What follows belongs to an exercise in optimizing a design on an open flow for small area and a short achievable clock period; a production flow would make more cautious choices. At most, simulation tests tie the RTL to the original design; equivalence was not proved. Function not checked in runs 2 and 3: the RTL went through the layout flow alone. Power figures rest on the tool's default switching activity, not on a simulated workload.

==> design/flow/design.v <==
package async_fifo_pkg;
    localparam int PTR_MAX_W = 32;
    function automatic logic [31:0] fifo_depth(input logic [31:0] addr_lines);
        fifo_depth = 32'd1 << addr_lines;
    endfunction
    function automatic logic [PTR_MAX_W-1:0] bin2gray(input logic [PTR_MAX_W-1:0] bin);
        bin2gray = bin ^ (bin >> 1);
    endfunction
    function automatic logic [PTR_MAX_W-1:0] gray2bin(input logic [PTR_MAX_W-1:0] gray);
        logic [PTR_MAX_W-1:0] bin;
        bin = gray;
        for (int i = PTR_MAX_W - 2; i >= 0; i--) begin
            bin[i] = bin[i+1] ^ gray[i];
        end
        gray2bin = bin;
    endfunction
endpackage
module async_fifo_sync2 #(
    parameter int WIDTH = 9
) (
    input  logic             i_clk,
    input  logic             i_rst_n,
    input  logic [WIDTH-1:0] i_d,
    output logic [WIDTH-1:0] o_q
);
    logic [WIDTH-1:0] r_meta;
    logic [WIDTH-1:0] r_sync;
    always_ff @(posedge i_clk or negedge i_rst_n) begin
        if (!i_rst_n) begin
            r_meta <= '0;
            r_sync <= '0;
        end else begin
            r_meta <= i_d;
            r_sync <= r_meta;
        end
    end
    assign o_q = r_sync;
endmodule
module async_fifo #(
    parameter int DATA_LINES = 8,
    parameter int ADDR_LINES = 8
) (
    input  logic                  wclk,
    input  logic                  wrst,
    input  logic                  rclk,
    input  logic                  rrst,
    input  logic                  winc,
    input  logic [DATA_LINES-1:0] wdata,
    output logic                  wfull,
    output logic                  half_full,
    input  logic                  rinc,
    output logic [DATA_LINES-1:0] rdata,
    output logic                  rempty,
    output logic                  half_empty
);
    localparam int A     = ADDR_LINES;
    localparam int PW    = A + 1;
    localparam int DEPTH = int'(async_fifo_pkg::fifo_depth(A));
    localparam logic [PW-1:0] HALF = PW'(DEPTH / 2);
    logic [DATA_LINES-1:0] r_mem [DEPTH];
    logic [PW-1:0] r_wbin;
    logic [PW-1:0] r_wgray;
    logic          r_wfull;
    logic          r_half_full;
    logic [PW-1:0] r_rbin;
    logic [PW-1:0] r_rgray;
    logic          r_rempty;
    logic          r_half_empty;
    logic          w_wpush;
    logic [PW-1:0] w_wbin_next;
    logic [PW-1:0] w_wgray_next;
    logic [PW-1:0] w_rq2;
    logic [PW-1:0] w_rq2_bin;
    logic [PW-1:0] w_wlevel;
    logic          w_wfull_next;
    logic          w_half_full_next;
    logic          w_rpop;
    logic [PW-1:0] w_rbin_next;
    logic [PW-1:0] w_rgray_next;
    logic [PW-1:0] w_wq2;
    logic [PW-1:0] w_wq2_bin;
    logic [PW-1:0] w_rlevel;
    logic          w_rempty_next;
    logic          w_half_empty_next;
    async_fifo_sync2 #(.WIDTH(PW)) u_sync_r2w (
        .i_clk   (wclk),
        .i_rst_n (wrst),
        .i_d     (r_rgray),
        .o_q     (w_rq2)
    );
    async_fifo_sync2 #(.WIDTH(PW)) u_sync_w2r (
        .i_clk   (rclk),
        .i_rst_n (rrst),
        .i_d     (r_wgray),
        .o_q     (w_wq2)
    );
    always_comb begin
        w_wpush          = winc && !r_wfull;
        w_wbin_next      = r_wbin + PW'(w_wpush);
        w_wgray_next     = PW'(async_fifo_pkg::bin2gray(32'(w_wbin_next)));
        w_rq2_bin        = PW'(async_fifo_pkg::gray2bin(32'(w_rq2)));
        w_wlevel         = w_wbin_next - w_rq2_bin;
        w_wfull_next     = (w_wgray_next == {~w_rq2[A:A-1], w_rq2[A-2:0]});
        w_half_full_next = (w_wlevel >= HALF);
    end
    always_ff @(posedge wclk or negedge wrst) begin
        if (!wrst) begin
            r_wbin      <= '0;
            r_wgray     <= '0;
            r_wfull     <= 1'b0;
            r_half_full <= 1'b0;
        end else begin
            r_wbin      <= w_wbin_next;
            r_wgray     <= w_wgray_next;
            r_wfull     <= w_wfull_next;
            r_half_full <= w_half_full_next;
        end
    end
    always_ff @(posedge wclk) begin
        if (w_wpush) begin
            r_mem[r_wbin[A-1:0]] <= wdata;
        end
    end
    always_comb begin
        w_rpop            = rinc && !r_rempty;
        w_rbin_next       = r_rbin + PW'(w_rpop);
        w_rgray_next      = PW'(async_fifo_pkg::bin2gray(32'(w_rbin_next)));
        w_wq2_bin         = PW'(async_fifo_pkg::gray2bin(32'(w_wq2)));
        w_rlevel          = w_wq2_bin - w_rbin_next;
        w_rempty_next     = (w_rgray_next == w_wq2);
        w_half_empty_next = (w_rlevel < HALF);
    end
    always_ff @(posedge rclk or negedge rrst) begin
        if (!rrst) begin
            r_rbin       <= '0;
            r_rgray      <= '0;
            r_rempty     <= 1'b1;
            r_half_empty <= 1'b1;
        end else begin
            r_rbin       <= w_rbin_next;
            r_rgray      <= w_rgray_next;
            r_rempty     <= w_rempty_next;
            r_half_empty <= w_half_empty_next;
        end
    end
    assign rdata      = r_mem[r_rbin[A-1:0]];
    assign wfull      = r_wfull;
    assign half_full  = r_half_full;
    assign rempty     = r_rempty;
    assign half_empty = r_half_empty;
endmodule
module async_fifo_1clk (
    input  logic       clk,
    input  logic       rst_n,
    input  logic       winc,
    input  logic [7:0] wdata,
    output logic       wfull,
    output logic       half_full,
    input  logic       rinc,
    output logic [7:0] rdata,
    output logic       rempty,
    output logic       half_empty
);
    async_fifo #(.DATA_LINES(8), .ADDR_LINES(8)) u_fifo (
        .wclk       (clk),
        .wrst       (rst_n),
        .rclk       (clk),
        .rrst       (rst_n),
        .winc       (winc),
        .wdata      (wdata),
        .wfull      (wfull),
        .half_full  (half_full),
        .rinc       (rinc),
        .rdata      (rdata),
        .rempty     (rempty),
        .half_empty (half_empty)
    );
endmodule
==> design/flow/run.sh <==
#!/bin/bash
# synth_recipe.tcl (not shown) runs the flow's synth.tcl, then flattens the netlist and writes it again
# the make line also repeats each setting of config.mk as NAME=value (left out here)
make -C /OpenROAD-flow-scripts/flow DESIGN_CONFIG=/design/flow/config.mk WORK_HOME=/design/flow/orfs CLKGATE_MAP_FILE= SYNTH_SCRIPT=/design/flow/synth_recipe.tcl finish
==> design/flow/config.mk <==
export PLATFORM = sky130hd
export DESIGN_NAME = async_fifo_1clk
export DESIGN_NICKNAME = async_fifo_1clk
export VERILOG_FILES = /design/flow/design.v
export SDC_FILE = /design/flow/constraint.sdc
export NUM_CORES = 4
export LEC_CHECK = 0
export CAP_MARGIN = 20
export CORE_MARGIN = 2
export CORE_UTILIZATION = 40
export SLEW_MARGIN = 20
==> design/flow/constraint.sdc <==
create_clock -name core_clock -period 6.0 [get_ports {clk}]
set_input_delay 1.2000 -clock core_clock [delete_from_list [all_inputs] [get_ports {clk}]]
set_output_delay 1.2000 -clock core_clock [all_outputs]
set_load 0.01 [all_outputs]
==> results of run 1 <==
## cells in the final DEF, fill, tap and decap left out, types with 55 or more instances in the layout
cell type / Yosys / final
edfxtp_1: 2048 / 2048
mux2i_1: 458 / 458
mux4_2: 296 / 296
nor2_1: 274 / 274
o221ai_1: 221 / 220
clkbuf_16: 0 / 212
buf_4: 50 / 176
o22ai_1: 116 / 116
a21oi_1: 99 / 99
nor3_1: 95 / 83
dfrtp_1: 72 / 68
clkinv_1: 0 / 55
## worst paths after layout
| kind | end | cells after the start |
|---|---|---|
| max | rdata[2] | 13 |
| min | u_fifo.u_sync_w2r.r_sync[0] | 0 |
| max reg2reg | u_fifo.r_half_full | 16 |
| min reg2reg | u_fifo.u_sync_w2r.r_sync[0] | 0 |
| max in group asynchronous | u_fifo.r_rbin[0] | 1 |
| min in group asynchronous | u_fifo.u_sync_r2w.r_meta[0] | 1 |
## synth_stat cells (3+ instances only)
cell      number  area share
edfxtp_1    2048        0.74
mux2i_1      458       0.055
mux4_2       296       0.080
nor2_1       274       0.012
o221ai_1     221       0.023
clkbuf_1     145      0.0066
o22ai_1      116      0.0087
a21oi_1       99      0.0060
nor3_1        95      0.0057
dfrtp_1       72       0.022
nand2_1       54      0.0024
buf_4         50      0.0045
xor2_1        38      0.0040
nor4_1        31      0.0023
buf_2         28      0.0017
nand3_1       28      0.0017
a211oi_1      25      0.0023
buf_6         24      0.0033
inv_1         22     0.00099
buf_1         21     0.00095
xnor2_1       21      0.0022
ha_1          19      0.0029
o21ai_0       18      0.0011
nor2b_1       16      0.0012
nand4_1       12     0.00090
a22oi_1        5     0.00045
and3_1         5     0.00038
nand2b_1       5     0.00038
buf_8          3     0.00054
o21a_1         3     0.00027
xnor3_1        3     0.00081
## state kept, by name, summed over array words and instances, names as in the netlist
register / count
u_fifo.r_half_empty: 1
u_fifo.r_half_full: 1
u_fifo.r_mem: 2048
u_fifo.r_rbin: 9
u_fifo.r_rempty: 1
u_fifo.r_rgray: 8
u_fifo.r_wbin: 9
u_fifo.r_wfull: 1
u_fifo.r_wgray: 8
u_fifo.u_sync_r2w.r_meta: 9
u_fifo.u_sync_r2w.r_sync: 9
u_fifo.u_sync_w2r.r_meta: 9
u_fifo.u_sync_w2r.r_sync: 9
## per-stage QoR
step / power (mW) / setup TNS [ns] / std cells / area [sq um]
after floorplan: 26.0 / 0 / 4288 / 83100
after global placement: 31.4 / -0.224 / 6949 / 87300
after detailed placement: 31.4 / -0.194 / 6949 / 87300
after CTS: 44.2 / -0.0595 / 7347 / 94100
after global routing: 45.7 / -0.00522 / 7351 / 94200
final: 44.1 / 0 / 7352 / 94200
## worst max-delay path, stage by stage, from the launching register on
cell	delay, ns
dfrtp_4	0.48
buf_4	0.25
buf_12	0.28
buf_12	0.26
mux2i_1	0.12
o221ai_1	0.49
o22ai_1	0.19
nor3_1	0.30
buf_4	0.18
nor4_2	0.05
buf_4	0.19
nand2_1	0.10
and3_1	0.28
clkdlybuf4s50_1	0.58
## power by group
group / internal (mW) / switching (mW) / total, mW
Clock: 7.01 / 5.57 / 12.6
Combinational: 5.83 / 8.78 / 14.6
Sequential: 16.6 / 0.302 / 16.9
Total: 29.4 / 14.6 / 44.1
## logic make-up after synthesis
| kind of cell | count (synthesis) | share of synthesized area |
|---|---|---|
| flops | 2122 | 0.763 |
| mux | 755 | 0.136 |
| simple gates | 528 | 0.0281 |
| compound gates | 500 | 0.0435 |
| buf+inv | 296 | 0.0188 |
| xor+xnor | 67 | 0.00822 |
| fa+ha+maj | 20 | 0.00310 |
## repair_timing
item | CTS | global route
endpoints found under the setup margin | 8 | 6
gates cloned | 0 | 0
gates resized for setup | 31 | 16
pin swaps | 1 | 1
setup buffers | 9 | 3
## per-layer routing
metal	up-vias	global-route usage
met5	-	0
met4	0	0.0510
met3	273	0.0346
met2	1772	0.325
met1	22600	0.279
li1	18000	-
## layout make-up
class	instances	area (sq um)	area share
multi-input cells	1870	18400	0.196
inverters	24	97.6	0.00104
clock inverters	130	1010	0.0107
well taps	2704	3380	0.0359
repair buffers	241	2400	0.0254
diodes	2	5.00	0.0000531
flip-flops and latches	2122	63400	0.673
clock buffers	259	5500	0.0584
==> impl_metrics.env, run 1 <==
export IMPL_initial_utilization=0.402
export IMPL_die_area_sq_um=211000
export IMPL_critPathLaunch="u_fifo.r_rbin[0]"
export IMPL_fillCellCount=17300
export IMPL_viasPerCell=5.80
export IMPL_via_count=42600
export IMPL_tightest_slew_ns=1.23
export IMPL_hold_path_class="register to register"
export IMPL_cts_buffer_depth=3
export IMPL_syn2layout_area_growth_pct=13.4
export IMPL_clock_skew_ns=0.0360
export IMPL_synth_nets=4320
export IMPL_synth_seq_cells=2122
export IMPL_num_rows=167
export IMPL_fp_coreArea_sq_um=207000
export IMPL_ant_nets=0
export IMPL_powerDensity_nw_per_um2=468
export IMPL_rsz0062_at_grt="yes"
export IMPL_hold_viol_final=0
export IMPL_dp_hpwl_microns=130000
export IMPL_clock_latency_ns=0.85
export IMPL_wl_met2_microns=104000
export IMPL_syn_area_sq_um=83100
export IMPL_critPathMaxFanout=28
export IMPL_cts_tree="yes"
export IMPL_critPathKind="register to primary output"
export IMPL_cts_buffers=208
export IMPL_syn_inst=4288
export IMPL_ctsRootBufferMaster="clkbuf_16"
export IMPL_hold_path_startpoint="u_fifo.u_sync_w2r.r_meta[0]"
export IMPL_die_h_microns=460
export IMPL_relSlewSlack=0.181
export IMPL_period_share=0.982
export IMPL_ys_warn_count=2
export IMPL_rrSetupSlack_ns=2.06
export IMPL_synth_flop_cell="edfxtp_1"
export IMPL_seq_area_frac_synth=0.763
export IMPL_final_util=0.455
export IMPL_drc=0
export IMPL_wl_met3_microns=16100
export IMPL_place_worst_setup_slack_ns=-0.194
export IMPL_finalSetupViolations=0
export IMPL_layout_drive_gt1_share=0.188
export IMPL_grt_pass1_wl_microns=306000
export IMPL_track_usage=0.200
export IMPL_drtIter0Drc=4863
export IMPL_hold_ws_ns=0.340
export IMPL_overflow=0
export IMPL_drt_wl_total_microns=213000
export IMPL_drv_cap=0
export IMPL_syn_area_per_cell_sq_um=19.4
export IMPL_setup_slack_ns=0.109
export IMPL_yosysUniqueCellTypes=55
export IMPL_cts_htree_levels=4
export IMPL_async_reset_ff_frac=0.0349
export IMPL_antenna_found_initial=7
export IMPL_outcome="no timing/DRC/antenna violations"
export IMPL_io_pin_count=24
export IMPL_clock_sinks=2122
export IMPL_holdBufCountCts=0
export IMPL_clk_pin_slew_ns=0.06
export IMPL_first_pass_iters=6
export IMPL_max_clock_freq_mhz=170
export IMPL_crit_path_end_kind="primary output"
export IMPL_wl_per_cell_microns=29.0
export IMPL_r2r_start="u_fifo.u_sync_r2w.r_sync[8]"
export IMPL_cp_start_kind="register"
export IMPL_nets=4499
export IMPL_arrival_ns=4.69
export IMPL_required_ns=4.80
export IMPL_grt_max_degree=152
export IMPL_wl_met1_microns=88700
export IMPL_io_buffers=23
export IMPL_top_layer="met4"
export IMPL_finalCriticalPeriod_ns=5.89
export IMPL_synth_edf_count=2048
export IMPL_p_leak_nw=30.3
export IMPL_chipWidth_microns=460
export IMPL_finalMaxSlewViolations=0
export IMPL_gp_congestion=0.836
export IMPL_grt_pass1_vias=41900
export IMPL_peakVddDrop_v=0.000276
==> run 2: changes to the inputs <==
==> design/flow/design.v (replaced) <==
package async_fifo_pkg;
    localparam int DATA_W = 8;
    localparam int ADDR_W = 8;
endpackage
module async_fifo_sync2 #(
    parameter int DEPTH = 3
) (
    input  logic i_clk,
    input  logic i_rst_n,
    input  logic i_d,
    output logic o_q
);
    logic [DEPTH-1:0] r_hist;
    always_ff @(posedge i_clk or negedge i_rst_n) begin
        if (!i_rst_n) r_hist <= '0;
        else          r_hist <= {r_hist[DEPTH-2:0], i_d};
    end
    assign o_q = r_hist[DEPTH-1];
endmodule
module async_fifo (
    input  logic       clk,
    input  logic       rst_n,
    input  logic       winc,
    input  logic [7:0] wdata,
    output logic       wfull,
    output logic       half_full,
    input  logic       rinc,
    output logic [7:0] rdata,
    output logic       rempty,
    output logic       half_empty
);
    logic [7:0] r_mem [4][64];
    logic [7:0] r_wptr;
    logic [1:0] r_lo;       
    logic [5:0] r_row [4];  
    logic [7:0] r_win [4];  
    logic [8:0] r_lw;
    logic [8:0] r_lr;
    logic       r_wfull;
    logic       r_half_full;
    logic       r_rempty;
    logic       r_half_empty;
    logic [7:0] r_rdata;
    logic       w_push;
    logic       w_pop;
    logic       w_pop3;     
    logic       w_push3;    
    logic [8:0] w_lw_base;
    logic [8:0] w_lr_base;
    logic [8:0] w_lw_next;
    logic [8:0] w_lr_next;
    logic [1:0] w_head;     
    async_fifo_sync2 #(.DEPTH(3)) u_pop_hist (
        .i_clk (clk), .i_rst_n (rst_n), .i_d (w_pop), .o_q (w_pop3)
    );
    async_fifo_sync2 #(.DEPTH(3)) u_push_hist (
        .i_clk (clk), .i_rst_n (rst_n), .i_d (w_push), .o_q (w_push3)
    );
    always_comb begin
        w_push    = winc & ~r_wfull;
        w_lw_base = r_lw - 9'(w_pop3);
        w_lw_next = w_push ? w_lw_base + 9'd1 : w_lw_base;
    end
    always_ff @(posedge clk or negedge rst_n) begin
        if (!rst_n) begin
            r_wptr      <= '0;
            r_lw        <= '0;
            r_wfull     <= 1'b0;
            r_half_full <= 1'b0;
        end else begin
            if (w_push) r_wptr <= r_wptr + 8'd1;
            r_lw        <= w_lw_next;
            r_wfull     <= w_lw_next[8];
            r_half_full <= w_lw_next[8] | w_lw_next[7];
        end
    end
    always_ff @(posedge clk) begin
        for (int b = 0; b < 4; b++) begin
            if (w_push && r_wptr[1:0] == 2'(b)) r_mem[b][r_wptr[7:2]] <= wdata;
        end
    end
    always_comb begin
        w_pop     = rinc & ~r_rempty;
        w_lr_base = r_lr + 9'(w_push3);
        w_lr_next = w_pop ? w_lr_base - 9'd1 : w_lr_base;
        w_head    = r_lo + 2'(w_pop);
    end
    always_ff @(posedge clk or negedge rst_n) begin
        if (!rst_n) begin
            r_lo         <= '0;
            for (int b = 0; b < 4; b++) r_row[b] <= '0;
            r_lr         <= '0;
            r_rempty     <= 1'b1;
            r_half_empty <= 1'b1;
        end else begin
            if (w_pop) begin
                r_lo <= r_lo + 2'd1;
                for (int b = 0; b < 4; b++) begin
                    if (r_lo == 2'(b)) r_row[b] <= r_row[b] + 6'd1;
                end
            end
            r_lr         <= w_lr_next;
            r_rempty     <= (w_lr_next == 9'd0);
            r_half_empty <= ~(w_lr_next[8] | w_lr_next[7]);
        end
    end
    logic [7:0] w_win [4];
    always_comb begin
        for (int b = 0; b < 4; b++) begin
            w_win[b] = '0;
            for (int k = 0; k < 64; k++) begin
                w_win[b] = w_win[b] | (r_mem[b][k] & {8{r_row[b] == 6'(k)}});
            end
        end
    end
    always_ff @(posedge clk) begin
        for (int b = 0; b < 4; b++) r_win[b] <= w_win[b];
        r_rdata <= r_win[w_head];
    end
    assign rdata      = r_rdata;
    assign wfull      = r_wfull;
    assign half_full  = r_half_full;
    assign rempty     = r_rempty;
    assign half_empty = r_half_empty;
endmodule
module async_fifo_1clk (
    input  logic       clk,
    input  logic       rst_n,
    input  logic       winc,
    input  logic [7:0] wdata,
    output logic       wfull,
    output logic       half_full,
    input  logic       rinc,
    output logic [7:0] rdata,
    output logic       rempty,
    output logic       half_empty
);
    async_fifo u_fifo (
        .clk        (clk),
        .rst_n      (rst_n),
        .winc       (winc),
        .wdata      (wdata),
        .wfull      (wfull),
        .half_full  (half_full),
        .rinc       (rinc),
        .rdata      (rdata),
        .rempty     (rempty),
        .half_empty (half_empty)
    );
endmodule
--- a/design/flow/config.mk
+++ b/design/flow/config.mk
@@ -7,5 +7,6 @@
 export LEC_CHECK = 0
 export CAP_MARGIN = 20
 export CORE_MARGIN = 2
-export CORE_UTILIZATION = 40
+export CORE_UTILIZATION = 45
+export SETUP_SLACK_MARGIN = 3.4
 export SLEW_MARGIN = 20
==> run 2 against run 1 <==
Effect of this change:
- power is 11% lower
- first-iteration DRC count is 110% higher
- still clean
- critical path depth is 5 lower
- worst setup slack better by 2.7 ns
- sequential share of layout area is 4.6 points lower
- critical endpoint is now u_fifo.r_win[2][4]
==> impl_metrics.env, run 2 <==
export IMPL_outcome="no timing/DRC/antenna violations"
export IMPL_synth_top_area_cell="edfxtp_1"
export IMPL_via_count=56300
export IMPL_final_common_cell="edfxtp_1"
export IMPL_wl_per_cell_microns=44.9
export IMPL_fp_coreArea_sq_um=179000
export IMPL_r2r_start="u_fifo.r_row[2][1]"
export IMPL_synth_seq_cells=2149
export IMPL_clock_sinks=2149
export IMPL_place_area_sq_um=86100
export IMPL_yosysUniqueCellTypes=82
export IMPL_grt_pass1_vias=51800
export IMPL_rrSetupSlack_ns=2.84
export IMPL_critPathKind="register to register"
export IMPL_holdPathStages=0
export IMPL_clock_skew_ns=0.0295
export IMPL_grt_max_degree=130
export IMPL_hold_path_startpoint="u_fifo.u_pop_hist.r_hist[0]"
export IMPL_relSlewSlack=0.253
export IMPL_crit_path_end_kind="register"
export IMPL_synth_nets=4971
export IMPL_worst_path_most_repeated_cell="buf_12"
export IMPL_cts_htree_levels=4
export IMPL_finalSetupViolations=0
export IMPL_nets=5578
export IMPL_cp_start_kind="register"
export IMPL_io_buffers=23
export IMPL_hold_viol_final=0
export IMPL_cts_buffer_depth=3
export IMPL_antenna_found_initial=17
export IMPL_seq_area_frac_synth=0.789
export IMPL_track_usage=0.387
export IMPL_slowest_stage="or4_4"
export IMPL_whs_endpoint="u_fifo.u_pop_hist.r_hist[1]"
export IMPL_largest_register_ffs=2048
export IMPL_finalCriticalPeriod_ns=3.16
export IMPL_ant_nets=0
export IMPL_overflow=0
export IMPL_fin_area_sq_um=102000
export IMPL_tns_ns=0
export IMPL_viasPerCell=6.96
export IMPL_r2r_end="u_fifo.r_win[2][4]"
export IMPL_required_ns=6.72
export IMPL_synth_area_leaders="edfxtp_1 (76%), a22oi_1 (6.6%), nor2_1 (2.5%)"
export IMPL_io_pin_count=24
export IMPL_drc=0
export IMPL_rsz0062_at_grt="yes"
export IMPL_drv_cap=0
export IMPL_finalMaxSlewViolations=0
export IMPL_arrival_ns=3.88
export IMPL_grt_pass1_wl_microns=477000
export IMPL_clock_latency_ns=0.87
export IMPL_first_pass_iters=8
export IMPL_max_clock_freq_mhz=317
export IMPL_chipWidth_microns=428
export IMPL_dp_hpwl_microns=244000
export IMPL_die_h_microns=428
export IMPL_synth_common_cells="edfxtp_1 (2048), a22oi_1 (714), nor2_1 (544), nand2_1 (249), nand4_1 (134)"
export IMPL_slowest_delay_ns=0.63
export IMPL_synth_flop_cell="edfxtp_1"
export IMPL_synth_edf_count=2048
export IMPL_async_reset_ff_frac=0.0284
export IMPL_synth_top_area_frac=0.760
export IMPL_syn2layout_area_growth_pct=26.0
export IMPL_die_area_sq_um=183000
export IMPL_layout_drive_gt1_share=0.317
export IMPL_ys_warn_count=5
export IMPL_ctsRootBufferMaster="clkbuf_16"
export IMPL_final_cell_mix="edfxtp_1 (2048), a22oi_1 (560), buf_4 (353), nor2_4 (269), clkbuf_16 (225)"
export IMPL_hold_path_class="register to register"
export IMPL_p_leak_nw=32.3
export IMPL_critPathMaxFanout=8
export IMPL_num_rows=155
export IMPL_peakVddDrop_v=0.000329
export IMPL_cts_tree="yes"
export IMPL_initial_utilization=0.453
export IMPL_synth_most_common_cell="edfxtp_1"
export IMPL_powerDensity_nw_per_um2=387
export IMPL_syn_area_per_cell_sq_um=16.4
export IMPL_period_share=0.526
export IMPL_clk_pin_slew_ns=0.06
export IMPL_worstRegToRegCells=8
export IMPL_cts_buffers=217
export IMPL_drt_wl_total_microns=363000
export IMPL_tightest_slew_ns=1.12
export IMPL_path_cells="ha_4 -> buf_12 -> buf_12 -> nand2b_4 -> nor2_1 -> a22oi_1 -> o2111ai_1 -> or4_4"
export IMPL_syn_inst=4928
export IMPL_drtIter0Drc=10300
export IMPL_gp_congestion=1.06
export IMPL_syn_area_sq_um=80900
[run 2: area by class of cell]
cell class / count / area [sq um]
diodes: 7 / 17.5
clock buffers: 284 / 5960
clock inverters: 126 / 1230
fillers: 13700 / 76600
inverters: 33 / 136
multi-input cells: 2580 / 21900
flip-flops and latches: 2149 / 63900
well taps: 2355 / 2950
repair buffers: 554 / 5940
[run 2: report_power, final]
| group | internal (mW) | switching, mW |
|---|---|---|
| Combinational | 3.10 | 5.41 |
| Sequential | 16.8 | 0.421 |
| Clock | 7.78 | 5.97 |
| Total | 27.6 | 11.8 |
[run 2: cell families (layout without fill, tap and decap cells)]
kind of cell    count (synthesis)  count (layout)  share of synthesized area
flops                        2149            2149                      0.789
simple gates                 1401            1404                     0.0839
buf+inv                       202             997                     0.0108
fa+ha+maj                      31              31                    0.00479
other cells                     0               7                          0
mux                            47              47                    0.00742
compound gates               1048            1048                     0.0991
xor+xnor                       50              50                    0.00541
[run 2: repair_timing]
action	in CTS	in global routing
pin swaps	196	179
endpoints found under the setup margin	2085	1142
setup buffers	194	154
gates resized for setup	996	298
cloned	7	3
hold buffers	0	0
endpoints found under the hold margin	0	0
[run 2: worst max-delay path: cells and delay by family, from the launching register on]
family,cells,cell delay [ns]
AO/OA/AOI/OAI,2,1.01
buffers and inverters,2,0.27
adder cells (fa/ha/maj),1,0.19
flip-flops,1,0.47
AND/OR/NAND/NOR,3,1.03
[run 2: metrics by stage]
stage / cells / power, mW / setup slack, ns / hold WS [ns] / util
global placement: 7313 / 23.2 / 1.46 / 0.332 / 0.482
CTS: 7924 / 38.4 / 2.92 / 0.348 / 0.556
detailed placement: 7313 / 23.1 / 1.44 / 0.336 / 0.482
global route: 8081 / 40.1 / 2.89 / 0.369 / 0.571
finish: 8088 / 39.4 / 2.84 / 0.346 / 0.571
floorplan: 4928 / 20.0 / 3.10 / 0.331 / -
[run 2: per-layer routing]
metal | track usage | part of all wire | wire length, microns | vias up
met3 | 0.0942 | 0.13 | 46100 | 1011
li1 | - | - | - | 21300
met4 | 0.218 | 0.072 | 26200 | 16
met5 | 0 | 0.00036 | 131 | -
met2 | 0.564 | 0.43 | 156000 | 5002
met1 | 0.535 | 0.37 | 135000 | 28900
[run 2: worst max path at each step]
stage	from	end	slack, ns	cells past startpoint
2_1_floorplan	winc	u_fifo.r_mem[160][0]	3.10	6
3_3_place_gp	winc	u_fifo.r_mem[143][3]	1.46	7
3_5_place_dp	winc	u_fifo.r_mem[143][3]	1.44	7
4_1_cts	u_fifo.r_row[2][1]	u_fifo.r_win[2][5]	2.92	10
5_1_grt	u_fifo.r_row[2][1]	u_fifo.r_win[2][4]	2.89	11
6_report	u_fifo.r_row[2][1]	u_fifo.r_win[2][4]	2.84	8
==> run 3: changes to the inputs <==
--- a/design/flow/design.v
+++ b/design/flow/design.v
@@ -76,7 +76,7 @@
     end
     always_ff @(posedge clk) begin
         for (int b = 0; b < 4; b++) begin
-            if (w_push && r_wptr[1:0] == 2'(b)) r_mem[b][r_wptr[7:2]] <= wdata;
+            if (!r_wfull && r_wptr[1:0] == 2'(b)) r_mem[b][r_wptr[7:2]] <= wdata;
         end
     end
     always_comb begin
==> run 3 against run 2 <==
Effect of this change:
- worst hold slack got worse by 0.021 ns
- die area about the same
- highest routed layer unchanged
- still clean on timing, DRC and antenna
- critical path depth unchanged
- first-iteration DRC count increased by 4.2%
- sequential power about the same
==> impl_metrics.env, run 3 <==
export IMPL_grt_max_degree=133
export IMPL_clk_pin_slew_ns=0.06
export IMPL_finalCriticalPeriod_ns=2.98
export IMPL_async_reset_ff_frac=0.0284
export IMPL_tns_ns=0
export IMPL_fp_coreArea_sq_um=179000
export IMPL_whs_endpoint="u_fifo.u_pop_hist.r_hist[1]"
export IMPL_hold_path_startpoint="u_fifo.u_pop_hist.r_hist[0]"
export IMPL_antenna_found_initial=22
export IMPL_viasPerCell=6.91
export IMPL_synth_flop_cell="edfxtp_1"
export IMPL_critPathKind="register to register"
export IMPL_grt_pass1_wl_microns=459000
export IMPL_synth_nets=4981
export IMPL_outcome="no timing/DRC/antenna violations"
export IMPL_hold_viol_final=0
export IMPL_largest_register_ffs=2048
export IMPL_drtIter0Drc=10700
export IMPL_seq_area_frac_synth=0.788
export IMPL_hold_path_class="register to register"
export IMPL_wl_per_cell_microns=42.2
export IMPL_chipWidth_microns=428
export IMPL_path_delay_family="simple AND/OR/NAND/NOR gates"
export IMPL_powerDensity_nw_per_um2=375
export IMPL_syn_area_sq_um=81000
export IMPL_worst_path_buf_inv=1
export IMPL_syn2layout_area_growth_pct=27.8
export IMPL_dp_hpwl_microns=226000
export IMPL_final_common_cell="edfxtp_1"
export IMPL_place_worst_setup_slack_ns=1.99
export IMPL_yosysUniqueCellTypes=72
export IMPL_die_area_sq_um=183000
export IMPL_ant_nets=0
export IMPL_ctsRootBufferMaster="clkbuf_16"
export IMPL_fin_area_sq_um=104000
export IMPL_io_buffers=23
export IMPL_power_mw=38.8
export IMPL_synth_area_leaders="edfxtp_1 (76%), a22oi_1 (6.8%), nor2_1 (2.4%)"
export IMPL_nets=5769
export IMPL_p_leak_nw=33.2
export IMPL_rrSetupSlack_ns=3.02
export IMPL_via_count=57100
export IMPL_clock_latency_ns=0.91
export IMPL_syn_area_per_cell_sq_um=16.4
export IMPL_synth_common_cells="edfxtp_1 (2048), a22oi_1 (729), nor2_1 (526), nand2_1 (269), nand4_1 (134)"
export IMPL_drt_wl_total_microns=349000
export IMPL_worstRegToRegCells=8
export IMPL_crit_path_end_kind="register"
export IMPL_io_pin_count=24
export IMPL_track_usage=0.366
export IMPL_synth_most_common_cell="edfxtp_1"
export IMPL_required_ns=6.70
export IMPL_drv_cap=0
export IMPL_tightest_slew_ns=1.22
export IMPL_initial_utilization=0.454
export IMPL_clock_sinks=2149
export IMPL_num_rows=155
export IMPL_slowest_stage="a2111oi_4"
export IMPL_drc=0
export IMPL_cts_buffer_depth=3
export IMPL_synth_top_area_frac=0.759
export IMPL_critPathMaxFanout=7
export IMPL_grt_pass1_vias=52300
export IMPL_max_clock_freq_mhz=336
export IMPL_rsz0062_at_grt="yes"
export IMPL_cts_tree="yes"
export IMPL_die_h_microns=428
export IMPL_final_cell_mix="edfxtp_1 (2048), a22oi_1 (597), buf_4 (436), nor2_4 (259), nand2_1 (227)"
export IMPL_r2r_end="u_fifo.r_win[3][2]"
export IMPL_ys_warn_count=5
export IMPL_layout_drive_gt1_share=0.320
export IMPL_first_pass_iters=6
export IMPL_cts_htree_levels=4
export IMPL_holdPathStages=0
export IMPL_place_area_sq_um=85700
export IMPL_setup_slack_ns=3.02
export IMPL_finalMaxSlewViolations=0
export IMPL_clock_skew_ns=0.0622
export IMPL_relSlewSlack=0.188
export IMPL_arrival_ns=3.68
export IMPL_synth_seq_cells=2149
export IMPL_path_cells="ha_4 -> buf_12 -> and3b_1 -> and3_1 -> a2111oi_4 -> nand3_1 -> nor4_4 -> o2111ai_2"
export IMPL_peakVddDrop_v=0.000305
export IMPL_slowest_delay_ns=0.49
export IMPL_synth_edf_count=2048
export IMPL_gp_congestion=1.04
export IMPL_overflow=0
export IMPL_finalSetupViolations=0
export IMPL_synth_top_area_cell="edfxtp_1"
export IMPL_r2r_start="u_fifo.r_row[3][1]"
export IMPL_syn_inst=4938
export IMPL_cts_buffers=216
export IMPL_period_share=0.496
export IMPL_cp_start_kind="register"
export IMPL_final_util=0.580
-- run 3: worst max path at each step --
stage | startpoint | end | depth (start not counted)
2_1_floorplan | rinc | u_fifo.r_rdata[0] | 6
4_1_cts | u_fifo.r_row[3][2] | u_fifo.r_win[3][2] | 7
6_report | u_fifo.r_row[3][1] | u_fifo.r_win[3][2] | 8
5_1_grt | u_fifo.r_row[1][1] | u_fifo.r_win[1][3] | 12
3_5_place_dp | u_fifo.r_row[3][4] | u_fifo.r_win[3][2] | 8
3_3_place_gp | u_fifo.r_row[3][4] | u_fifo.r_win[3][2] | 8
-- run 3: cell type report --
class	instances	area, sq um
Multi-Input combinational cell	2595	21600
Clock buffer	279	5800
Inverter	33	131
Antenna cell	7	17.5
Clock inverter	121	1080
Tap cell	2355	2950
Fill cell	13400	75100
Sequential cell	2149	63900
Timing Repair Buffer	731	8080
-- run 3: per-stage QoR --
| stage | hold WS, ns | std cells |
|---|---|---|
| 6_report | 0.325 | 8270 |
| 5_1_grt | 0.347 | 8263 |
| 4_1_cts | 0.322 | 8041 |
| 3_5_place_dp | 0.336 | 7402 |
| 3_3_place_gp | 0.334 | 7399 |
| 2_1_floorplan | 0.331 | 4938 |
-- run 3: metal layers --
layer,wire [microns],GRT usage,vias to the layer above,share of wire
li1,-,-,21700,-
met1,124000,0.497,28900,0.36
met2,153000,0.547,5404,0.44
met3,47500,0.0954,1126,0.14
met4,23600,0.189,28,0.068
met5,218,0,-,0.00063
-- run 3: repair_timing --
| action | 4_1_cts | 5_1_grt |
|---|---|---|
| cloned | 7 | 6 |
| endpoints found under the setup margin | 2066 | 1550 |
| hold buffers | 0 | 0 |
| setup buffers | 232 | 216 |
| gates resized for setup | 1133 | 366 |
| pin swaps | 165 | 211 |
-- run 3: kinds of logic after synthesis --
logic type / Yosys count / synth area share
AO/OA/AOI/OAI: 1042 / 0.0978
XOR/XNOR: 54 / 0.00584
AND/OR/NAND/NOR: 1391 / 0.0828
flip-flops: 2149 / 0.788
buffers and inverters: 195 / 0.00999
multiplexers: 76 / 0.0110
adder cells (fa/ha/maj): 31 / 0.00479
-- run 3: power breakdown --
part | switching [mW] | internal [mW] | total [mW]
Sequential | 0.479 | 16.8 | 17.2
Combinational | 5.13 | 3.07 | 8.20
Clock | 5.92 | 7.46 | 13.4
Total | 11.5 | 27.3 | 38.8
==> run 4: changes to the inputs <==
--- a/design/flow/design.v
+++ b/design/flow/design.v
@@ -29,11 +29,12 @@
     output logic       rempty,
     output logic       half_empty
 );
-    logic [7:0] r_mem [4][64];
+    logic [7:0] r_mem_e [128];
+    logic [7:0] r_mem_o [128];
     logic [7:0] r_wptr;
-    logic [1:0] r_lo;       
-    logic [5:0] r_row [4];  
-    logic [7:0] r_win [4];  
+    logic       r_r0;       
+    logic [6:0] r_ro;       
+    logic [6:0] r_re;       
     logic [8:0] r_lw;
     logic [8:0] r_lr;
     logic       r_wfull;
@@ -49,7 +50,6 @@
     logic [8:0] w_lr_base;
     logic [8:0] w_lw_next;
     logic [8:0] w_lr_next;
-    logic [1:0] w_head;     
     async_fifo_sync2 #(.DEPTH(3)) u_pop_hist (
         .i_clk (clk), .i_rst_n (rst_n), .i_d (w_pop), .o_q (w_pop3)
     );
@@ -75,47 +75,35 @@
         end
     end
     always_ff @(posedge clk) begin
-        for (int b = 0; b < 4; b++) begin
-            if (!r_wfull && r_wptr[1:0] == 2'(b)) r_mem[b][r_wptr[7:2]] <= wdata;
-        end
+        if (w_push && !r_wptr[0]) r_mem_e[r_wptr[7:1]] <= wdata;
+        if (w_push &&  r_wptr[0]) r_mem_o[r_wptr[7:1]] <= wdata;
     end
     always_comb begin
         w_pop     = rinc & ~r_rempty;
         w_lr_base = r_lr + 9'(w_push3);
         w_lr_next = w_pop ? w_lr_base - 9'd1 : w_lr_base;
-        w_head    = r_lo + 2'(w_pop);
     end
     always_ff @(posedge clk or negedge rst_n) begin
         if (!rst_n) begin
-            r_lo         <= '0;
-            for (int b = 0; b < 4; b++) r_row[b] <= '0;
+            r_r0         <= 1'b0;
+            r_ro         <= '0;
+            r_re         <= '0;
             r_lr         <= '0;
             r_rempty     <= 1'b1;
             r_half_empty <= 1'b1;
         end else begin
             if (w_pop) begin
-                r_lo <= r_lo + 2'd1;
-                for (int b = 0; b < 4; b++) begin
-                    if (r_lo == 2'(b)) r_row[b] <= r_row[b] + 6'd1;
-                end
+                r_r0 <= ~r_r0;
+                if (r_r0) r_ro <= r_ro + 7'd1;
+                else      r_re <= r_re + 7'd1;
             end
             r_lr         <= w_lr_next;
             r_rempty     <= (w_lr_next == 9'd0);
             r_half_empty <= ~(w_lr_next[8] | w_lr_next[7]);
         end
     end
-    logic [7:0] w_win [4];
-    always_comb begin
-        for (int b = 0; b < 4; b++) begin
-            w_win[b] = '0;
-            for (int k = 0; k < 64; k++) begin
-                w_win[b] = w_win[b] | (r_mem[b][k] & {8{r_row[b] == 6'(k)}});
-            end
-        end
-    end
     always_ff @(posedge clk) begin
-        for (int b = 0; b < 4; b++) r_win[b] <= w_win[b];
-        r_rdata <= r_win[w_head];
+        r_rdata <= (w_pop ^ r_r0) ? r_mem_o[r_ro] : r_mem_e[r_re];
     end
     assign rdata      = r_rdata;
     assign wfull      = r_wfull;
--- a/design/flow/config.mk
+++ b/design/flow/config.mk
@@ -7,6 +7,5 @@
 export LEC_CHECK = 0
 export CAP_MARGIN = 20
 export CORE_MARGIN = 2
-export CORE_UTILIZATION = 45
-export SETUP_SLACK_MARGIN = 3.4
+export CORE_UTILIZATION = 40
 export SLEW_MARGIN = 20
==> run 4 against run 3 <==
Effect of this change:
- worst setup slack lost 1.6 ns
- still clean
- register-to-register slack worse by 1.6 ns
- critical endpoint is now u_fifo.r_rdata[7]
- sequential cell count down 43
- via count decreased by 32%
- clock skew decreased by 0.013 ns
==> impl_metrics.env, run 4 <==
export IMPL_final_util=0.450
export IMPL_peakVddDrop_v=0.000378
export IMPL_r2r_end="u_fifo.r_rdata[7]"
export IMPL_cts_buffer_depth=3
export IMPL_critPathKind="register to register"
export IMPL_wl_met2_microns=94100
export IMPL_io_pin_count=24
export IMPL_yosys_area_share_simple=0.0270
export IMPL_wl_met1_microns=83700
export IMPL_ctsRootBufferMaster="clkbuf_16"
export IMPL_crit_path_end_kind="register"
export IMPL_track_usage=0.188
export IMPL_die_area_sq_um=209000
export IMPL_async_reset_ff_frac=0.0237
export IMPL_tns_ns=0
export IMPL_fillCellCount=16900
export IMPL_synth_top_family_by_area="multiplexers"
export IMPL_synth_area_leaders="edfxtp_1 (75%), mux4_2 (13%), mux2i_1 (2.4%)"
export IMPL_synth_xor_area_frac=0.00479
export IMPL_drc=0
export IMPL_synth_seq_cells=2106
export IMPL_top_layer="met4"
export IMPL_synth_nets=3935
export IMPL_required_ns=6.62
export IMPL_finalCriticalPeriod_ns=4.59
export IMPL_syn_inst=3912
export IMPL_synth_most_common_cell="edfxtp_1"
export IMPL_drv_cap=0
export IMPL_layout_drive_gt1_share=0.223
export IMPL_post_cts_buffers=0
export IMPL_placed_cells=6485
export IMPL_cp_start_kind="register"
export IMPL_clock_latency_ns=0.88
export IMPL_syn_area_per_cell_sq_um=21.0
export IMPL_drt_wl_total_microns=198000
export IMPL_max_clock_freq_mhz=218
export IMPL_synth_adder_area_share=0.00167
export IMPL_synth_flop_cell="edfxtp_1"
export IMPL_hold_viol_final=0
export IMPL_rrSetupSlack_ns=1.41
export IMPL_cts_htree_levels=4
export IMPL_cts_buffers=206
export IMPL_synth_top_area_frac=0.747
export IMPL_num_rows=166
export IMPL_gp_congestion=0.834
export IMPL_antenna_found_initial=1
export IMPL_worstRegToRegCells=8
export IMPL_chipWidth_microns=458
export IMPL_holdBufCountCts=0
export IMPL_wl_per_cell_microns=28.8
export IMPL_wl_met3_microns=15200
export IMPL_ys_warn_count=2
export IMPL_clock_skew_ns=0.0490
export IMPL_fp_coreArea_sq_um=205000
export IMPL_powerDensity_nw_per_um2=447
export IMPL_die_h_microns=458
export IMPL_outcome="no timing/DRC/antenna violations"
export IMPL_nets=4030
export IMPL_grt_pass1_vias=39800
export IMPL_overflow=0
export IMPL_drtIter0Drc=4294
export IMPL_syn2layout_area_growth_pct=12.0
export IMPL_synth_common_cells="edfxtp_1 (2048), mux4_2 (492), nor2_1 (323), mux2i_1 (195), clkbuf_1 (87)"
export IMPL_grt_max_degree=157
export IMPL_final_cell_mix="edfxtp_1 (2048), mux4_2 (492), nor2_1 (322), clkbuf_16 (207), mux2i_1 (195)"
export IMPL_finalSetupViolations=0
export IMPL_relSlewSlack=0.176
export IMPL_synth_edf_count=2048
export IMPL_syn_area_sq_um=82300
export IMPL_clk_pin_slew_ns=0.06
export IMPL_clock_sinks=2106
export IMPL_ant_nets=0
export IMPL_rsz0062_at_grt="no"
export IMPL_critPathMaxFanout=29
export IMPL_seq_area_frac_synth=0.765
export IMPL_yosysUniqueCellTypes=69
export IMPL_arrival_ns=5.21
export IMPL_synthMuxAreaShare=0.162
export IMPL_post_layout_nonfiller_instances=6869
export IMPL_hold_path_class="input pin to asynchronous set/reset pin"
export IMPL_period_share=0.765
export IMPL_via_count=39100
export IMPL_final_common_cell="edfxtp_1"
export IMPL_finalMaxSlewViolations=0
export IMPL_synth_top_area_cell="edfxtp_1"
export IMPL_hold_ws_ns=0.220
export IMPL_cts_tree="yes"
export IMPL_grt_pass1_wl_microns=287000
export IMPL_synth_compound_area_frac=0.0236
export IMPL_tightest_slew_ns=1.23
export IMPL_cts_resized=0
export IMPL_r2r_start="u_fifo.r_re[0]"
export IMPL_initial_utilization=0.402
export IMPL_dp_hpwl_microns=118000
export IMPL_first_pass_iters=5
export IMPL_viasPerCell=5.69
export IMPL_p_leak_nw=28.5
export IMPL_io_buffers=23
run 4: changes by cell type in the layout (fill, tap and decap cells not counted), moves of 54 or more:
cell	delta
a22oi_1	-571
mux4_2	+484
buf_4	-367
nor2_4	-259
nand2_1	-164
nor2_1	+163
mux2i_1	+152
a22oi_2	-132
nand4_1	-121
buf_6	-120
buf_12	-112
nor2_2	-107
a32oi_1	-54
run 4: worst max-delay path, stage by stage (launching register included):
cell and delay (ns):
dfrtp_4 0.87, buf_4 0.44, buf_4 0.30, mux4_2 0.57, mux4_2 0.52, nor2_1 0.12, nor3_1 0.14, o21ai_0 0.90
o32ai_1 0.43
run 4: final cells by class:
type | instances | area [sq um] | share of cell area
Clock inverter | 129 | 1160 | 0.0126
Tap cell | 2688 | 3360 | 0.0365
Multi-Input combinational cell | 1568 | 18100 | 0.196
Clock buffer | 250 | 5390 | 0.0585
Timing Repair Buffer | 110 | 1150 | 0.0125
Sequential cell | 2106 | 62900 | 0.683
Antenna cell | 3 | 7.51 | 0.0000815
Inverter | 15 | 56.3 | 0.000611
run 4: per-layer routing:
metal,vias to the layer above,GRT usage
met3,252,0.0412
met1,21000,0.264
met4,0,0.0525
met2,1453,0.297
met5,-,0
li1,16400,-
run 4: how the worst max path moves through the flow:
stage	startpoint	endpoint	slack, ns
after floorplan	winc	u_fifo.r_mem_e[40][0]	2.59
after global placement	u_fifo.r_re[0]	u_fifo.r_rdata[0]	1.29
after detailed placement	u_fifo.r_re[0]	u_fifo.r_rdata[0]	1.28
after CTS	u_fifo.r_re[0]	u_fifo.r_rdata[0]	1.26
after global routing	u_fifo.r_re[0]	u_fifo.r_rdata[0]	1.29
final	u_fifo.r_re[0]	u_fifo.r_rdata[7]	1.41
run 4: power by group:
group	total (mW)	leakage [nW]	internal, mW	switching (mW)
Clock	12.6	3.20	6.95	5.62
Combinational	11.5	6.27	4.83	6.70
Sequential	17.1	19.1	16.4	0.606
run 4: cells by family after synthesis:
family / after synthesis
buffers and inverters: 238
flip-flops: 2106
AO/OA/AOI/OAI: 284
multiplexers: 714
XOR/XNOR: 45
adder cells (fa/ha/maj): 11
AND/OR/NAND/NOR: 514
run 4: per-stage QoR:
stage	setup WS (ns)	area, sq um	total power [mW]
after CTS	1.26	92100	41.5
after global placement	1.29	85500	28.9
after global routing	1.29	92100	42.6
after detailed placement	1.28	85500	29.0
final	1.41	92100	41.2
after floorplan	2.59	82300	24.8

-- separate check: timing with driven ports --
How much do the figures lean on ideal ports? The routed layouts below were timed once more, with nothing changed but the port constraints. Step 1 assumes that a clkbuf_16 drives the clock port and a buf_2 every other input. Step 2 times the ports against the registers' clock, not the clock port: input delays grow and output delays shrink by t, the midpoint of the rising clock arrivals with the driver on. a / b / c = ideal / step 1 / step 2; a / b = the first two.
run	t, ns	setup WS [ns]	pins driven straight from the clock port
run 1	0.917	0.109 / 0.026 / 0.943	1
run 2	0.952	2.845 / 2.845 / 2.503	1
run 3	0.967	3.022 / 3.022 / 2.542	1
run 4	0.943	1.410 / 1.410 / 1.242	1
After both steps every run listed still meets setup and hold. For run 3, which loses most, drivers alone change the setup slack by 0.000 ns; drivers and shift together by -0.480 ns.
